This design comes from an exercise in tuning for small area, a short achievable clock period and few clock cycles per item on the open sky130 flow, not from production work.
At most, simulation tests tie the RTL to the original design; equivalence was not proved.
Power and IR drop assume default switching activity.

==> module mac_array_acc, before the edit <==
module mac_array_acc #(
  parameter int DATA_WIDTH = 8,
  parameter int ACC_WIDTH  = 32,
  parameter int LANES      = 4,
  parameter int LEN_W      = 16
) (
  input  logic                        clk,
  input  logic                        rst_n,
  input  logic                        start,
  input  logic [LEN_W-1:0]            vec_len,
  input  logic [LANES*ACC_WIDTH-1:0]  bias,
  input  logic                        sat_en,
  input  logic                        in_valid,
  output logic                        in_ready,
  input  logic [LANES*DATA_WIDTH-1:0] operand_a,
  input  logic [LANES*DATA_WIDTH-1:0] operand_b,
  output logic                        out_valid,
  input  logic                        out_ready,
  output logic [LANES*ACC_WIDTH-1:0]  out_data,
  output logic [LANES-1:0]            overflow,
  output logic                        busy
);
  logic             r_in_ready;
  logic             r_out_valid;
  logic             r_pvld;
  logic [LEN_W-1:0] r_cnt;
  logic             r_sat;
  logic             w_beat, w_load, w_last, w_empty;
  assign busy    = r_in_ready | (r_out_valid & ~out_ready);
  assign w_load  = start & ~busy;
  assign w_beat  = in_valid & r_in_ready;
  assign w_last  = (r_cnt == LEN_W'(1));
  assign w_empty = (vec_len == '0);
  always_ff @(posedge clk or negedge rst_n) begin
    if (!rst_n) begin
      r_in_ready  <= 1'b0;
      r_out_valid <= 1'b0;
      r_pvld      <= 1'b0;
    end else begin
      r_pvld <= w_beat;
      if (w_load) begin
        r_in_ready  <= ~w_empty;
        r_out_valid <= w_empty;
      end else if (w_beat && w_last) begin
        r_in_ready  <= 1'b0;
        r_out_valid <= 1'b1;
      end else if (out_ready) begin
        r_out_valid <= 1'b0;
      end
    end
  end
  always_ff @(posedge clk) begin
    if (w_load) begin
      r_cnt <= vec_len;
      r_sat <= sat_en;
    end else if (w_beat) begin
      r_cnt <= r_cnt - 1'b1;
    end
  end
  for (genvar g = 0; g < LANES; g++) begin : g_lane
    logic [11:0]           w_be;
    logic [15:0]           w_p, r_p, p_g;
    logic [15:0]           s;
    logic                  c;
    logic [ACC_WIDTH-1:0]  r_acc;
    logic                  r_ovf;
    logic [15:0]           hi, hi_nxt, lo_nxt;
    logic [15:0]           ones_below, zeros_below, m_up, m_dn;
    logic                  up, dn, v;
    logic                  is_max, is_min, sat_max, sat_min;
    mac_booth_enc u_enc (
      .b  (operand_b[g*DATA_WIDTH +: DATA_WIDTH]),
      .be (w_be)
    );
    mac_mul u_mul (
      .a  (operand_a[g*DATA_WIDTH +: DATA_WIDTH]),
      .be (w_be),
      .p  (w_p)
    );
    always_ff @(posedge clk) begin
      r_p <= w_p;
    end
    assign p_g = r_p & {16{r_pvld}};
    mac_add16 u_add (
      .x (r_acc[15:0]),
      .y (p_g),
      .s (s),
      .c (c)
    );
    assign hi = r_acc[31:16];
    always_comb begin
      ones_below[0]  = 1'b1;
      zeros_below[0] = 1'b1;
      for (int i = 1; i < 16; i++) begin
        ones_below[i]  = ones_below[i-1] & hi[i-1];
        zeros_below[i] = zeros_below[i-1] & ~hi[i-1];
      end
    end
    assign is_max  = ones_below[15] & ~hi[15];
    assign is_min  = zeros_below[15] & hi[15];
    assign sat_max = r_sat & is_max;
    assign sat_min = r_sat & is_min;
    assign m_up    = ones_below & {16{~sat_max}};
    assign m_dn    = zeros_below & {16{~sat_min}};
    assign up  = c & ~p_g[15];
    assign dn  = ~c & p_g[15];
    assign v   = (up & is_max) | (dn & is_min);
    assign hi_nxt = hi ^ (({16{up}} & m_up) | ({16{dn}} & m_dn));
    assign lo_nxt = (s | {16{up & sat_max}}) & ~{16{dn & sat_min}};
    always_ff @(posedge clk) begin
      if (w_load) begin
        r_acc <= bias[g*ACC_WIDTH +: ACC_WIDTH];
        r_ovf <= 1'b0;
      end else begin
        r_acc <= {hi_nxt, lo_nxt};
        r_ovf <= r_ovf | v;
      end
    end
    assign out_data[g*ACC_WIDTH +: ACC_WIDTH] = {hi_nxt, lo_nxt};
    assign overflow[g] = r_ovf | v;
  end
  assign in_ready  = r_in_ready;
  assign out_valid = r_out_valid;
endmodule
clock: 5.5 ns
lec_check: 0
abc_area: 1
cap_margin: 20
core_margin: 2
core_utilization: 40
setup_slack_margin: 0.8
slew_margin: 20
standard.sh (not shown) runs the stock make flow with config.mk's settings and CLKGATE_MAP_FILE= SYNTH_SCRIPT=/design/flow/synth_recipe.tcl, a recipe that flattens the netlist after the stock synthesis.
==> flow/flow/run.sh <==
#!/bin/bash
# The standard layout, with the smallest plain buffer on every port in
# place of the default port buffer cell, and a clock tree without dummy
# loads and with larger sink clusters.
set -euo pipefail
bash standard.sh \
  'BUFFER_PORTS_ARGS=-buffer_cell sky130_fd_sc_hd__buf_1' \
  'CTS_ARGS=-sink_clustering_enable -repair_clock_nets -dont_use_dummy_load -sink_clustering_size 30 -sink_clustering_max_diameter 80' \
  finish > standard.log 2>&1
Edit:
--- a/flow/design.v
+++ b/flow/design.v
@@ -21,9 +21,8 @@
   output logic                        busy
 );
   logic             r_in_ready;
   logic             r_out_valid;
-  logic             r_pvld;
   logic [LEN_W-1:0] r_cnt;
   logic             r_sat;
   logic             w_beat, w_load, w_last, w_empty;
   assign busy    = r_in_ready | (r_out_valid & ~out_ready);
@@ -34,11 +33,9 @@
   always_ff @(posedge clk or negedge rst_n) begin
     if (!rst_n) begin
       r_in_ready  <= 1'b0;
       r_out_valid <= 1'b0;
-      r_pvld      <= 1'b0;
     end else begin
-      r_pvld <= w_beat;
       if (w_load) begin
         r_in_ready  <= ~w_empty;
         r_out_valid <= w_empty;
       end else if (w_beat && w_last) begin
@@ -77,11 +74,11 @@
       .be (w_be),
       .p  (w_p)
     );
     always_ff @(posedge clk) begin
-      r_p <= w_p;
+      r_p <= w_p & {16{w_beat}};
     end
-    assign p_g = r_p & {16{r_pvld}};
+    assign p_g = r_p;
     mac_add16 u_add (
       .x (r_acc[15:0]),
       .y (p_g),
       .s (s),
The new run produced a clean layout.
Register-to-register slack improves by 130 ps.
First-iteration DRC count is about the same.
Fmax came out higher slightly.
Combinational power is higher by a few percent.
Design area shrinks slightly.
Wire length goes up slightly.
Via count came out lower slightly.
Count of clock-buffer cells in the layout grows by 5.
Testbench counts after the change, summed over its fixed seeds: cycles 5,520, jobs 320.
The RTL of the first run of this note was laid out without a check of its function.


## main
Another version of the RTL of mac_array_acc (not shown whole).
Size: roughly 2500 cells after synthesis, about 150 flip-flops, about 17000 sq um of cells after synthesis.
==> module mac_array_acc, before the edit <==
module mac_array_acc #(
  parameter int DATA_WIDTH = 8,
  parameter int ACC_WIDTH  = 32,
  parameter int LANES      = 4,
  parameter int LEN_W      = 16
) (
  input  logic                        clk,
  input  logic                        rst_n,
  input  logic                        start,
  input  logic [LEN_W-1:0]            vec_len,
  input  logic [LANES*ACC_WIDTH-1:0]  bias,
  input  logic                        sat_en,
  input  logic                        in_valid,
  output logic                        in_ready,
  input  logic [LANES*DATA_WIDTH-1:0] operand_a,
  input  logic [LANES*DATA_WIDTH-1:0] operand_b,
  output logic                        out_valid,
  input  logic                        out_ready,
  output logic [LANES*ACC_WIDTH-1:0]  out_data,
  output logic [LANES-1:0]            overflow,
  output logic                        busy
);
  logic             r_in_ready;
  logic             r_out_valid;
  logic [LEN_W-1:0] r_cnt;
  logic             r_sat;
  logic             w_beat, w_load, w_last, w_empty;
  assign busy    = r_in_ready | (r_out_valid & ~out_ready);
  assign w_load  = start & ~busy;
  assign w_beat  = in_valid & r_in_ready;
  assign w_last  = (r_cnt == LEN_W'(1));
  assign w_empty = (vec_len == '0);
  always_ff @(posedge clk or negedge rst_n) begin
    if (!rst_n) begin
      r_in_ready  <= 1'b0;
      r_out_valid <= 1'b0;
    end else begin
      if (w_load) begin
        r_in_ready  <= ~w_empty;
        r_out_valid <= w_empty;
      end else if (w_beat && w_last) begin
        r_in_ready  <= 1'b0;
        r_out_valid <= 1'b1;
      end else if (out_ready) begin
        r_out_valid <= 1'b0;
      end
    end
  end
  always_ff @(posedge clk) begin
    if (w_load) begin
      r_cnt <= vec_len;
      r_sat <= sat_en;
    end else if (w_beat) begin
      r_cnt <= r_cnt - 1'b1;
    end
  end
  for (genvar g = 0; g < LANES; g++) begin : g_lane
    logic [DATA_WIDTH-1:0] a_g;
    logic [15:0]           s;
    logic                  c;
    logic [1:0]            t0, t1;
    logic [ACC_WIDTH-1:0]  r_acc;
    logic                  r_ovf;
    logic [15:0]           hi, hi_nxt, lo_nxt;
    logic [15:0]           ones_below, zeros_below, m_up, m_dn, m0, m1;
    logic                  up0, dn0, up1, dn1, up, dn, v0, v1, v;
    logic                  is_max, is_min, sat_max, sat_min;
    assign a_g = operand_a[g*DATA_WIDTH +: DATA_WIDTH] & {DATA_WIDTH{w_beat}};
    mac_lane_tree u_tree (
      .a   (a_g),
      .b   (operand_b[g*DATA_WIDTH +: DATA_WIDTH]),
      .acc (r_acc[15:0]),
      .s   (s),
      .c   (c),
      .t0  (t0),
      .t1  (t1)
    );
    assign hi = r_acc[31:16];
    always_comb begin
      ones_below[0]  = 1'b1;
      zeros_below[0] = 1'b1;
      for (int i = 1; i < 16; i++) begin
        ones_below[i]  = ones_below[i-1] & hi[i-1];
        zeros_below[i] = zeros_below[i-1] & ~hi[i-1];
      end
    end
    assign is_max  = ones_below[15] & ~hi[15];
    assign is_min  = zeros_below[15] & hi[15];
    assign sat_max = r_sat & is_max;
    assign sat_min = r_sat & is_min;
    assign m_up    = ones_below & {16{~sat_max}};
    assign m_dn    = zeros_below & {16{~sat_min}};
    assign up0 = ~t0[1] & t0[0];
    assign dn0 = t0[1];
    assign up1 = ~t1[1] & t1[0];
    assign dn1 = t1[1];
    assign v0  = (up0 & is_max) | (dn0 & is_min);
    assign v1  = (up1 & is_max) | (dn1 & is_min);
    assign m0  = ({16{up0}} & m_up) | ({16{dn0}} & m_dn);
    assign m1  = ({16{up1}} & m_up) | ({16{dn1}} & m_dn);
    assign up  = c ? up1 : up0;
    assign dn  = c ? dn1 : dn0;
    assign v   = c ? v1 : v0;
    assign hi_nxt = hi ^ (c ? m1 : m0);
    assign lo_nxt = (s | {16{up & sat_max}}) & ~{16{dn & sat_min}};
    always_ff @(posedge clk) begin
      if (w_load) begin
        r_acc <= bias[g*ACC_WIDTH +: ACC_WIDTH];
        r_ovf <= 1'b0;
      end else begin
        r_acc <= {hi_nxt, lo_nxt};
        r_ovf <= r_ovf | v;
      end
    end
    assign out_data[g*ACC_WIDTH +: ACC_WIDTH] = r_acc;
    assign overflow[g] = r_ovf;
  end
  assign in_ready  = r_in_ready;
  assign out_valid = r_out_valid;
endmodule
clock: 5.5 ns
lec_check: 0
abc_area: 1
cap_margin: 20
core_margin: 2
core_utilization: 40
slew_margin: 20
run.sh (not shown) runs the stock make flow with config.mk's settings and CLKGATE_MAP_FILE= SYNTH_SCRIPT=/design/flow/synth_recipe.tcl, a recipe that flattens the netlist after the stock synthesis.
Stock flow here: none of the scripts above is used.
What the feature branch does differently from main at the input level:
--- a/flow/design.v
+++ b/flow/design.v
@@ -21,26 +21,30 @@
   output logic                        busy
 );
   logic             r_in_ready;
   logic             r_out_valid;
+  logic             r_fin;
   logic [LEN_W-1:0] r_cnt;
   logic             r_sat;
   logic             w_beat, w_load, w_last, w_empty;
-  assign busy    = r_in_ready | (r_out_valid & ~out_ready);
+  assign busy    = r_in_ready | r_fin | (r_out_valid & ~out_ready);
   assign w_load  = start & ~busy;
   assign w_beat  = in_valid & r_in_ready;
   assign w_last  = (r_cnt == LEN_W'(1));
   assign w_empty = (vec_len == '0);
   always_ff @(posedge clk or negedge rst_n) begin
     if (!rst_n) begin
       r_in_ready  <= 1'b0;
       r_out_valid <= 1'b0;
+      r_fin       <= 1'b0;
     end else begin
+      r_fin <= w_beat & w_last;
       if (w_load) begin
         r_in_ready  <= ~w_empty;
         r_out_valid <= w_empty;
       end else if (w_beat && w_last) begin
         r_in_ready  <= 1'b0;
+      end else if (r_fin) begin
         r_out_valid <= 1'b1;
       end else if (out_ready) begin
         r_out_valid <= 1'b0;
       end
@@ -54,9 +58,9 @@
       r_cnt <= r_cnt - 1'b1;
     end
   end
   for (genvar g = 0; g < LANES; g++) begin : g_lane
-    logic [DATA_WIDTH-1:0] a_g;
+    logic [DATA_WIDTH-1:0] r_a, r_b;
     logic [15:0]           s;
     logic                  c;
     logic [1:0]            t0, t1;
     logic [ACC_WIDTH-1:0]  r_acc;
@@ -64,12 +68,15 @@
     logic [15:0]           hi, hi_nxt, lo_nxt;
     logic [15:0]           ones_below, zeros_below, m_up, m_dn, m0, m1;
     logic                  up0, dn0, up1, dn1, up, dn, v0, v1, v;
     logic                  is_max, is_min, sat_max, sat_min;
-    assign a_g = operand_a[g*DATA_WIDTH +: DATA_WIDTH] & {DATA_WIDTH{w_beat}};
+    always_ff @(posedge clk) begin
+      r_a <= operand_a[g*DATA_WIDTH +: DATA_WIDTH] & {DATA_WIDTH{w_beat}};
+      r_b <= operand_b[g*DATA_WIDTH +: DATA_WIDTH];
+    end
     mac_lane_tree u_tree (
-      .a   (a_g),
-      .b   (operand_b[g*DATA_WIDTH +: DATA_WIDTH]),
+      .a   (r_a),
+      .b   (r_b),
       .acc (r_acc[15:0]),
       .s   (s),
       .c   (c),
       .t0  (t0),
--- outcome ---
The feature branch vs. main: sequential power increased by about 26% relative to the old numbers; post-route worst hold slack went up by 0.0075 ns; sequential cell count of the final layout now sits higher; headroom to the max-slew limit +3.8 points; layout multi-input combinational cell count went up. Register-to-register slack improves in the feature branch relative to main. Delta (the feature branch minus main): total clock buffers created by CTS increased by 12 relative to the old numbers, core utilization decreased by 8.3 points relative to the old numbers, total power consumption of the routed design decreased by 11% relative to the old numbers, relative contribution of combinational cells to total power decreased by 10 points relative to the old numbers.
Testbench counts of the feature branch, summed over its fixed seeds: cycles 5,840, jobs 320.
Function not checked in main: the RTL went through the layout flow alone.

separate check: timing with driven ports:
The flow's constraints put no driver on any port. The routed layouts listed below were extracted and timed again, unchanged, in two steps. Step 1 (the two cells are an assumption about what drives the block):
set clk [get_ports {clk}]
set_driving_cell -lib_cell sky130_fd_sc_hd__clkbuf_16 $clk
set_driving_cell -lib_cell sky130_fd_sc_hd__buf_2 [delete_from_list [all_inputs] $clk]
Step 2 moves the port delays by t, midway between the first and last clock arrival at a register: inputs arrive t later, outputs are due t later. That takes back most of the time a late clock gives input paths. Slacks: ideal / step 1 / step 2; pairs: ideal / step 1.
run | t (ns) | slack for setup (ns) | clock arrival spread, ns | worst register clock-pin slew, ns
the first run of note 1 | 0.547 | 0.944 / 0.892 / 0.584 | 0.043 / 0.043 | 0.10 / 0.10
the second run of note 1 | 0.573 | 1.007 / 0.955 / 0.620 | 0.059 / 0.058 | 0.09 / 0.09
main | 0.544 | 0.204 / 0.220 / -0.324 | 0.015 / 0.016 | 0.07 / 0.07
the feature branch | 0.623 | 0.678 / 0.678 / 0.678 | 0.014 / 0.014 | 0.06 / 0.06
Met with ideal ports but missed after step 2: setup timing in main. For main, which loses most, drivers alone change the setup slack by +0.016 ns; drivers and shift together by -0.528 ns.
